Source: an optimization exercise on an open RTL-to-GDS flow (aim: small area). Production flows keep margins and buffers that such runs may drop.
For this run, only the layout was checked, not whether the RTL still works.
No activity file was given, so power comes from the tool's default toggle rates.

### config.mk
export PLATFORM = sky130hd
export DESIGN_NAME = decode_unit
export DESIGN_NICKNAME = decode_unit
export VERILOG_FILES = /design/flow/design.v
export SDC_FILE = /design/flow/constraint.sdc
export NUM_CORES = 4
export LEC_CHECK = 0
export CAP_MARGIN = 20
export CORE_MARGIN = 2
export CORE_UTILIZATION = 60
export SLEW_MARGIN = 20
export SYNTH_HIERARCHICAL = 1
export SYNTH_MINIMUM_KEEP_SIZE = 0
### design.v
package decode_pkg;
    localparam int WORD_WIDTH     = 32;
    localparam int REG_ADDR_WIDTH = 5;
    localparam int IMM_WIDTH      = 16;
    localparam int REG_COUNT      = 32;
    typedef logic [REG_ADDR_WIDTH-1:0] reg_addr_t;
    typedef logic [WORD_WIDTH-1:0]     word_t;
    typedef enum logic [5:0] {
        OP_SPECIAL = 6'b000000,
        OP_REGIMM  = 6'b000001,
        OP_BEQ     = 6'b000100,
        OP_BNE     = 6'b000101,
        OP_BLEZ    = 6'b000110,
        OP_BGTZ    = 6'b000111,
        OP_ADDI    = 6'b001000,
        OP_ADDIU   = 6'b001001,
        OP_SLTI    = 6'b001010,
        OP_SLTIU   = 6'b001011,
        OP_ANDI    = 6'b001100,
        OP_ORI     = 6'b001101,
        OP_XORI    = 6'b001110,
        OP_LUI     = 6'b001111,
        OP_LB      = 6'b100000,
        OP_LH      = 6'b100001,
        OP_LW      = 6'b100011,
        OP_LBU     = 6'b100100,
        OP_LHU     = 6'b100101,
        OP_SB      = 6'b101000,
        OP_SH      = 6'b101001,
        OP_SW      = 6'b101011
    } opcode_e;
    typedef enum logic [4:0] {
        ALU_ADD  = 5'b1_0000,
        ALU_ADDU = 5'b1_0001,
        ALU_SUB  = 5'b1_0010,
        ALU_SUBU = 5'b1_0011,
        ALU_AND  = 5'b1_0100,
        ALU_OR   = 5'b1_0101,
        ALU_XOR  = 5'b1_0110,
        ALU_NOR  = 5'b1_0111,
        ALU_SLT  = 5'b1_1010,
        ALU_SLTU = 5'b1_1011,
        ALU_SLL  = 5'b0_0100
    } alu_mode_e;
    typedef enum logic [2:0] {
        BR_BLTZ = 3'b000,
        BR_BGEZ = 3'b001,
        BR_BEQ  = 3'b100,
        BR_BNE  = 3'b101,
        BR_BLEZ = 3'b110,
        BR_BGTZ = 3'b111
    } branch_mode_e;
    typedef enum logic [1:0] {
        MEM_BYTE = 2'b00,
        MEM_HALF = 2'b01,
        MEM_WORD = 2'b11
    } mem_size_e;
    typedef struct packed {
        logic [5:0] opcode;
        reg_addr_t  rs;
        reg_addr_t  rt;
        reg_addr_t  rd;
        logic [4:0] shamt;
        logic [5:0] funct;
    } instr_r_t;
    typedef struct packed {
        logic [5:0]           opcode;
        reg_addr_t            rs;
        reg_addr_t            rt;
        logic [IMM_WIDTH-1:0] imm;
    } instr_i_t;
    typedef union packed {
        instr_r_t rtype;
        instr_i_t itype;
    } instr_u;
    typedef struct packed {
        logic                 rs_en;
        reg_addr_t            rs_addr;
        logic                 rt_en;
        reg_addr_t            rt_addr;
        logic                 rd_en;
        reg_addr_t            rd_addr;
        logic                 imm_en;
        logic [IMM_WIDTH-1:0] imm;
        logic                 alu_en;
        alu_mode_e            alu_mode;
        logic                 branch;
        branch_mode_e         branch_mode;
        logic                 lui;
        logic                 load;
        logic                 load_signed;
        mem_size_e            mem_size;
        logic                 store;
    } decode_ctrl_t;
    typedef struct packed {
        logic      en;
        reg_addr_t addr;
        word_t     data;
    } wb_t;
    typedef struct packed {
        word_t        pc;
        decode_ctrl_t ctrl;
        word_t        rs_data;
        word_t        rt_data;
    } decoded_t;
endpackage
`timescale 1ns/1ns
module instr_parser (
    input  decode_pkg::instr_u       instr,
    output decode_pkg::decode_ctrl_t ctrl
);
    always_comb begin
        ctrl = '0;
        case (instr.rtype.opcode)
            decode_pkg::OP_SPECIAL: begin
                if (instr.rtype.shamt == '0 && instr.rtype.funct[5:4] == 2'b10 &&
                        (!instr.rtype.funct[3] || instr.rtype.funct[3:1] == 3'b101)) begin
                    ctrl.rs_en    = 1'b1;
                    ctrl.rs_addr  = instr.rtype.rs;
                    ctrl.rt_en    = 1'b1;
                    ctrl.rt_addr  = instr.rtype.rt;
                    ctrl.rd_en    = 1'b1;
                    ctrl.rd_addr  = instr.rtype.rd;
                    ctrl.alu_en   = 1'b1;
                    ctrl.alu_mode = decode_pkg::alu_mode_e'({instr.rtype.funct[5],
                                                             instr.rtype.funct[3:0]});
                end
            end
            decode_pkg::OP_REGIMM: begin
                if (instr.itype.rt[4:1] == 4'b0000) begin
                    ctrl.rs_en       = 1'b1;
                    ctrl.rs_addr     = instr.itype.rs;
                    ctrl.rt_en       = 1'b1;
                    ctrl.rt_addr     = '0;
                    ctrl.imm_en      = 1'b1;
                    ctrl.imm         = instr.itype.imm;
                    ctrl.branch      = 1'b1;
                    ctrl.branch_mode = decode_pkg::branch_mode_e'(instr.itype.rt[2:0]);
                end
            end
            decode_pkg::OP_BEQ, decode_pkg::OP_BNE,
            decode_pkg::OP_BLEZ, decode_pkg::OP_BGTZ: begin
                if (!instr.itype.opcode[1] || instr.itype.rt == '0) begin
                    ctrl.rs_en       = 1'b1;
                    ctrl.rs_addr     = instr.itype.rs;
                    ctrl.rt_en       = 1'b1;
                    ctrl.rt_addr     = instr.itype.rt;
                    ctrl.imm_en      = 1'b1;
                    ctrl.imm         = instr.itype.imm;
                    ctrl.branch      = 1'b1;
                    ctrl.branch_mode = decode_pkg::branch_mode_e'(instr.itype.opcode[2:0]);
                end
            end
            decode_pkg::OP_ADDI, decode_pkg::OP_ADDIU, decode_pkg::OP_ANDI,
            decode_pkg::OP_ORI, decode_pkg::OP_XORI: begin
                ctrl.rs_en    = 1'b1;
                ctrl.rs_addr  = instr.itype.rs;
                ctrl.rd_en    = 1'b1;
                ctrl.rd_addr  = instr.itype.rt;
                ctrl.imm_en   = 1'b1;
                ctrl.imm      = instr.itype.imm;
                ctrl.alu_en   = 1'b1;
                ctrl.alu_mode = decode_pkg::alu_mode_e'({2'b10, instr.itype.opcode[2:0]});
            end
            decode_pkg::OP_SLTI, decode_pkg::OP_SLTIU: begin
                ctrl.rs_en    = 1'b1;
                ctrl.rs_addr  = instr.itype.rs;
                ctrl.rd_en    = 1'b1;
                ctrl.rd_addr  = instr.itype.rt;
                ctrl.imm_en   = 1'b1;
                ctrl.imm      = instr.itype.imm;
                ctrl.alu_en   = 1'b1;
                ctrl.alu_mode = decode_pkg::alu_mode_e'({1'b1, instr.itype.opcode[3:0]});
            end
            decode_pkg::OP_LUI: begin
                if (instr.itype.rs == '0) begin
                    ctrl.rd_en    = 1'b1;
                    ctrl.rd_addr  = instr.itype.rt;
                    ctrl.imm_en   = 1'b1;
                    ctrl.imm      = instr.itype.imm;
                    ctrl.alu_en   = 1'b1;
                    ctrl.alu_mode = decode_pkg::ALU_SLL;
                    ctrl.lui      = 1'b1;
                end
            end
            decode_pkg::OP_LB, decode_pkg::OP_LH, decode_pkg::OP_LW,
            decode_pkg::OP_LBU, decode_pkg::OP_LHU: begin
                ctrl.rs_en       = 1'b1;
                ctrl.rs_addr     = instr.itype.rs;
                ctrl.rd_en       = 1'b1;
                ctrl.rd_addr     = instr.itype.rt;
                ctrl.imm_en      = 1'b1;
                ctrl.imm         = instr.itype.imm;
                ctrl.load        = 1'b1;
                ctrl.load_signed = ~instr.itype.opcode[2];
                ctrl.mem_size    = decode_pkg::mem_size_e'(instr.itype.opcode[1:0]);
            end
            decode_pkg::OP_SB, decode_pkg::OP_SH, decode_pkg::OP_SW: begin
                ctrl.rs_en    = 1'b1;
                ctrl.rs_addr  = instr.itype.rs;
                ctrl.rt_en    = 1'b1;
                ctrl.rt_addr  = instr.itype.rt;
                ctrl.imm_en   = 1'b1;
                ctrl.imm      = instr.itype.imm;
                ctrl.store    = 1'b1;
                ctrl.mem_size = decode_pkg::mem_size_e'(instr.itype.opcode[1:0]);
            end
            default: begin
                ctrl = '0;
            end
        endcase
    end
endmodule
`timescale 1ns/1ns
module reg_file (
    input  logic                  clk,
    input  logic                  rst,
    input  decode_pkg::reg_addr_t rs_addr,
    input  decode_pkg::reg_addr_t rt_addr,
    input  decode_pkg::wb_t       wb,
    output decode_pkg::word_t     rs_data,
    output decode_pkg::word_t     rt_data
);
    decode_pkg::word_t regs [1:decode_pkg::REG_COUNT-1];
    logic [decode_pkg::REG_COUNT-1:1] valid;
    for (genvar k = 1; k < decode_pkg::REG_COUNT; k++) begin : g_row
        logic we;
        assign we = wb.en && wb.addr == k;
        always_ff @(posedge clk) begin
            if (we) begin
                regs[k] <= wb.data;
            end
        end
        always_ff @(posedge clk or negedge rst) begin
            if (!rst) begin
                valid[k] <= 1'b0;
            end else if (we) begin
                valid[k] <= 1'b1;
            end
        end
    end
    logic [decode_pkg::REG_COUNT-1:1] rs_sel, rt_sel;
    for (genvar k = 1; k < decode_pkg::REG_COUNT; k++) begin : g_sel
        assign rs_sel[k] = valid[k] && rs_addr == k;
        assign rt_sel[k] = valid[k] && rt_addr == k;
    end
    for (genvar b = 0; b < decode_pkg::WORD_WIDTH; b++) begin : g_bit
        logic [decode_pkg::REG_COUNT-1:1] column;
        for (genvar k = 1; k < decode_pkg::REG_COUNT; k++) begin : g_col
            assign column[k] = regs[k][b];
        end
        rf_read_bit i_rs (.sel (rs_sel), .data (column), .q (rs_data[b]));
        rf_read_bit i_rt (.sel (rt_sel), .data (column), .q (rt_data[b]));
    end
endmodule
module rf_read_bit (
    input  logic [decode_pkg::REG_COUNT-1:1] sel,
    input  logic [decode_pkg::REG_COUNT-1:1] data,
    output logic                             q
);
    logic [10:0] n;
    for (genvar g = 0; g < 10; g++) begin : g_grp
        rf_aoi222 i_aoi (
            .a0 (sel[3*g+1]), .b0 (data[3*g+1]),
            .a1 (sel[3*g+2]), .b1 (data[3*g+2]),
            .a2 (sel[3*g+3]), .b2 (data[3*g+3]),
            .y  (n[g])
        );
    end
    assign n[10] = ~(sel[31] & data[31]);
    logic [2:0] p;
    rf_nand4 i_p0 (.a (n[3:0]),          .y (p[0]));
    rf_nand4 i_p1 (.a (n[7:4]),          .y (p[1]));
    rf_nand3 i_p2 (.a (n[10:8]),          .y (p[2]));
    assign q = |p;
endmodule
module rf_aoi222 (
    input  logic a0, b0, a1, b1, a2, b2,
    output logic y
);
    assign y = ~((a0 & b0) | (a1 & b1) | (a2 & b2));
endmodule
module rf_nand4 (
    input  logic [3:0] a,
    output logic       y
);
    assign y = ~&a;
endmodule
module rf_nand3 (
    input  logic [2:0] a,
    output logic       y
);
    assign y = ~&a;
endmodule
`timescale 1ns/1ns
module decode_stage (
    input  logic                  clk,
    input  logic                  rst,
    input  decode_pkg::instr_u    instr,
    input  decode_pkg::word_t     pc,
    input  decode_pkg::wb_t       wb,
    output decode_pkg::decoded_t  out
);
    decode_pkg::instr_u instr_q;
    decode_pkg::word_t  pc_q;
    always_ff @(posedge clk or negedge rst) begin
        if (!rst) begin
            instr_q <= '0;
            pc_q    <= '0;
        end else begin
            instr_q <= instr;
            pc_q    <= pc;
        end
    end
    decode_pkg::decode_ctrl_t ctrl;
    instr_parser i_parser (
        .instr (instr_q),
        .ctrl  (ctrl)
    );
    reg_file i_regs (
        .clk     (clk),
        .rst     (rst),
        .rs_addr (ctrl.rs_addr),
        .rt_addr (ctrl.rt_addr),
        .wb      (wb),
        .rs_data (out.rs_data),
        .rt_data (out.rt_data)
    );
    assign out.pc   = pc_q;
    assign out.ctrl = ctrl;
endmodule
`timescale 1ns/1ns
module decode_unit (
    input  logic        clk,
    input  logic        rst_n,
    input  logic [31:0] instr,
    input  logic [31:0] pc,
    input  logic        wb_en,
    input  logic [4:0]  wb_addr,
    input  logic [31:0] wb_data,
    output logic [31:0] out_pc,
    output logic [50:0] out_ctrl,
    output logic [31:0] out_rs_data,
    output logic [31:0] out_rt_data
);
    decode_pkg::wb_t      wb;
    decode_pkg::decoded_t out;
    assign wb = {wb_en, wb_addr, wb_data};
    decode_stage i_stage (
        .clk   (clk),
        .rst   (rst_n),
        .instr (instr),
        .pc    (pc),
        .wb    (wb),
        .out   (out)
    );
    assign out_pc      = out.pc;
    assign out_ctrl    = out.ctrl;
    assign out_rs_data = out.rs_data;
    assign out_rt_data = out.rt_data;
endmodule
### run.sh
#!/bin/bash
# synth_recipe.tcl (not shown) runs the flow's synth.tcl, then flattens the netlist and writes it again
# the make line also repeats each setting of config.mk as NAME=value (left out here)
make -C /OpenROAD-flow-scripts/flow DESIGN_CONFIG=/design/flow/config.mk WORK_HOME=/design/flow/orfs CLKGATE_MAP_FILE= SYNTH_SCRIPT=/design/flow/synth_recipe.tcl finish
### constraint.sdc
create_clock -name core_clock -period 5.0 [get_ports {clk}]
set_input_delay 1.0000 -clock core_clock [delete_from_list [all_inputs] [get_ports {clk}]]
set_output_delay 1.0000 -clock core_clock [all_outputs]
set_load 0.01 [all_outputs]
==> impl_metrics.csv <==
group,metric,value,unit
pwr,sw_frac_of_total,21.8,%
place,postPlaceCellArea,48300,um2
die,start_util,60.4,%
worst_setup_path,required,4.00,ns
place,dp_hpwl,84.5,mm
clock_network,clk_pin_slew,0.06,ns
grt,grt_start_max_net_pins,51,
pwr,combinationalPowerShare,5.9,%
timing,hold_viol,0,
synthesis,async_reset_ff_share,8.74,%
timing,layout_setup_ws,-0.417,ns
grt,grt_pass1_vias,32600,
worst_setup_path,crit_path_start_kind,"register",
detailed_routing,via_count,34400,
detailed_routing,drc,0,
grt,overflow,0,
synthesis,ys_seq_elements,1087,
cells_and_area,seq_area,32200,um2
synthesis,yosys.cell_types.count,46,
timing,rsz0062_at_grt,"yes",
pwr,power.total,19.6,mW
place,gp_congestion,0.987,
synthesis,synthCells,2353,
pwr,powerDensity,355,nW/um2
die,dieHeight,269,um
detailed_routing,wire_per_inst,42.6,um
hold_path,hold_path_class,"in -> async",
synthesis,synthesis.area,42200,um2
clock_network,cts_buffer_depth,3,
outcome,so.violations,"negative setup slack",
worst_setup_path,crit_start,"i_stage.instr_q[18]$_DFF_PN0_",
cells_and_area,area_delta_synth_final,31.2,%
pwr,clkPwrFrac,42.1,%
clock_network,cts_max_level,3,
clock_network,clkSinkCount,1087,
place,pre_cts_ws,-0.147,ns
grt,grt_pass1_wl,236,mm
timing,post-route-period-util,108,%
synthesis,synth_common_cells,"992 x edfxtp_1, 640 x a222oi_1, 129 x nand4_1",
pwr,p_leak,18.7,nW
die,die_w,269,um
clock_network,cts_buffers,107,
pwr,p_sw,4.28,mW
synthesis,synth-edff-count,992,
cells_and_area,fillers,3739,
cells_and_area,nets,3159,
clock_network,tritoncts,"built",
cells_and_area,multi_input_area,10700,um2
die,rows,97,
pwr,seqPwrFrac,52.0,%
detailed_routing,ant_nets,0,
synthesis,syn-num-nets,2457,
synthesis,syn_avg_cell_area,17.9,um2
timing,finClkSkew,0,ns
flow_run,drv_cap,0,
timing,setup_viol,64,
cells_and_area,drive_above_1_share,24.7,%
timing,relSlewSlack,27.7,%
detailed_routing,first_pass_iters,15,
die,die_area,72400,um2
timing,max_freq,0.185,GHz
detailed_routing,vias_per_cell,8.41,
cells_and_area,final_core_util,79.2,%
synthesis,ys_seq_area_share,76.3,%
detailed_routing,drt_iter0_drc,10100,
die,core,69800,um2
worst_setup_path,reg2regPathDepth,1,
worst_setup_path,timing.rr.start,"i_stage.i_regs.valid[15]$_DFFE_PN0P_",
worst_setup_path,crit_fanout,9,
timing,worstMarginPinSlew,1.08,ns
worst_setup_path,rr_endpoint,"i_stage.i_regs.valid[15]$_DFFE_PN0P_",
outcome,status,"complete, but fails checks",
clock_network,insertion_delay,0.66,ns
grt,grtUsageTotal,46.9,%
synthesis,synth_top_cell_by_area,"edfxtp_1",
pwr,cellInternalPower,15.4,mW
clock_network,cts-root-buf,"clkbuf_16",
detailed_routing,routed_wl,174,mm
grt,antenna_found_initial,6,
worst_setup_path,r2r_slack,4.14,ns
pwr,vdd_drop_max,0.000511,V
clock_network,hold_buffers,0,
synthesis,synth_warnings,10,
worst_setup_path,arrival,4.42,ns
synthesis,synth_area_leaders,"edfxtp_1 71%, a222oi_1 15%, dfrtp_1 5.6%, nand4_1 1.9%, or3_1 0.98%",
cells_and_area,fin_area,55300,um2
timing,whs,0.346,ns
synthesis,synth_top_area_share,70.7,%
synthesis,yosysMostFrequentCell,"edfxtp_1",
die,io_pins,251,
timing,min_period,5.42,ns
worst_setup_path,crit_end,"out_rs_data[15]",
worst_setup_path,path_class,"reg -> out",
worst_setup_path,critPathCaptureType,"output pin",
place,port_buffers,250,
synthesis,ys.flop_type,"edfxtp_1",
timing,finalMaxSlewViolations,0,
-- state kept, by name, summed over array words and instances (netlist names) --
signal	cells
i_stage.i_regs.regs	992
i_stage.i_regs.valid	31
i_stage.pc_q	32
i_stage.instr_q	32
-- final cells by class --
cell class / count / area share, %
Clock buffer: 128 / 5.10
Antenna cell: 8 / 0.0362
Timing Repair Buffer: 615 / 13.6
Multi-Input combinational cell: 1216 / 19.4
Tap cell: 940 / 2.13
Clock inverter: 74 / 1.38
Sequential cell: 1087 / 58.2
Inverter: 28 / 0.195
-- modules after synthesis (local to each module, per instance), a selection --
module | flip-flops and latches | copies in the design
reg_file | 1023 | 1
decode_stage | 64 | 1
instr_parser | 0 | 1
rf_aoi222 | 0 | 640
rf_read_bit | 0 | 64
rf_nand4 | 0 | 128
rf_nand3 | 0 | 64
-- power by group through the flow --
stage	clock, mW	sequential, mW	combinational (mW)
after floorplan	0	10.4	0.299
after global placement	0	10.4	0.949
after detailed placement	0	10.4	0.967
after CTS	8.21	10.2	1.09
after global routing	8.59	10.2	1.17
final	8.27	10.2	1.15
-- cell usage in the layout (no fill, tap or decap), types with 19 or more instances in the layout --
cell	netlist	routed
buf_4	0	172
buf_12	0	82
edfxtp_1	992	992
clkbuf_16	0	118
buf_16	0	37
nand4_1	129	129
and3_4	0	36
o21bai_1	28	28
dfrtp_1	95	91
a31oi_1	23	19
and3_1	65	29
nor2_4	0	33
clkinv_1	0	33
or3_4	0	51
buf_2	7	41
nand2_1	73	72
clkdlybuf4s50_1	0	160
buf_6	2	98
inv_1	26	26
nand3_1	68	67
a222oi_1	640	640
-- what timing repair did --
action / CTS / global route
resized for setup: 539 / 56
setup endpoints to repair: 64 / 64
buffers inserted: 75 / 33
endpoints found under the hold margin: 0 / 0
pin swaps: 376 / 232
gates cloned: 58 / 9
-- cells by family after synthesis --
logic type / count (synthesis) / synth area share [%]
AO/OA/AOI/OAI: 719 / 16.5
AND/OR/NAND/NOR: 496 / 6.66
flip-flops: 1087 / 76.3
buffers and inverters: 51 / 0.510
-- worst min path at each step --
| stage | to | slack, ns | depth (start not counted) |
|---|---|---|---|
| after floorplan | i_stage.i_regs.valid[1]$_DFFE_PN0P_ | 0.45 | 1 |
| after global placement | i_stage.i_regs.valid[15]$_DFFE_PN0P_ | 0.47 | 1 |
| after detailed placement | i_stage.i_regs.valid[7]$_DFFE_PN0P_ | 0.47 | 1 |
| after CTS | i_stage.pc_q[13]$_DFF_PN0_ | 0.36 | 1 |
| after global routing | i_stage.pc_q[13]$_DFF_PN0_ | 0.40 | 1 |
| final | i_stage.pc_q[20]$_DFF_PN0_ | 0.35 | 1 |
-- per-layer routing --
layer,global-route usage (%),vias up,part of all wire (%)
met2,66.2,4208,41
met4,30.6,4,8.6
li1,-,12800,-
met3,19.1,956,20
met1,60.2,16500,30
met5,0.811,-,0.11
-- through the flow --
| step | instances | TNS [ns] |
|---|---|---|
| 2_1_floorplan | 2353 | 0 |
| 5_1_grt | 4089 | -20.33 |
| 3_5_place_dp | 3720 | -0.534 |
| 6_report | 4096 | -17.35 |
| 3_3_place_gp | 3719 | -0.304 |
| 4_1_cts | 4051 | -11.40 |
-- worst max-delay path, cell delays in order (launching register included) --
cell and delay, ns:
dfrtp_1 0.39, or4_4 0.59, a21oi_4 0.15, o21ai_4 0.13, a31oi_1 0.20, buf_4 0.19
nor3_2 0.09, and3_4 0.23, buf_12 0.18, a222oi_1 0.52, nand4_1 0.40, or3_4 0.50
buf_6 0.14

==> re-timing with driven ports <==
Ports are ideal in the flow. The routed layout listed here was re-timed in OpenROAD. Step 1 (the two cells are an assumption about what drives the block):
set clk [get_ports {clk}]
set_driving_cell -lib_cell sky130_fd_sc_hd__clkbuf_16 $clk
set_driving_cell -lib_cell sky130_fd_sc_hd__buf_2 [delete_from_list [all_inputs] $clk]
Step 2 times the ports against the registers' clock, not the clock port: input delays grow and output delays shrink by t, the midpoint of the rising clock arrivals with the driver on. Slacks: no drivers / after step 1 / after step 2; pairs: no drivers / after step 1.
shift t [ns]: 0.740
slack for setup (ns): -0.417 / -0.481 / 0.259
worst setup path at the end: register to output
worst register clock-pin slew, ns: 0.07 / 0.07
For this run, drivers alone change the setup slack by -0.064 ns; drivers and shift together by +0.676 ns.
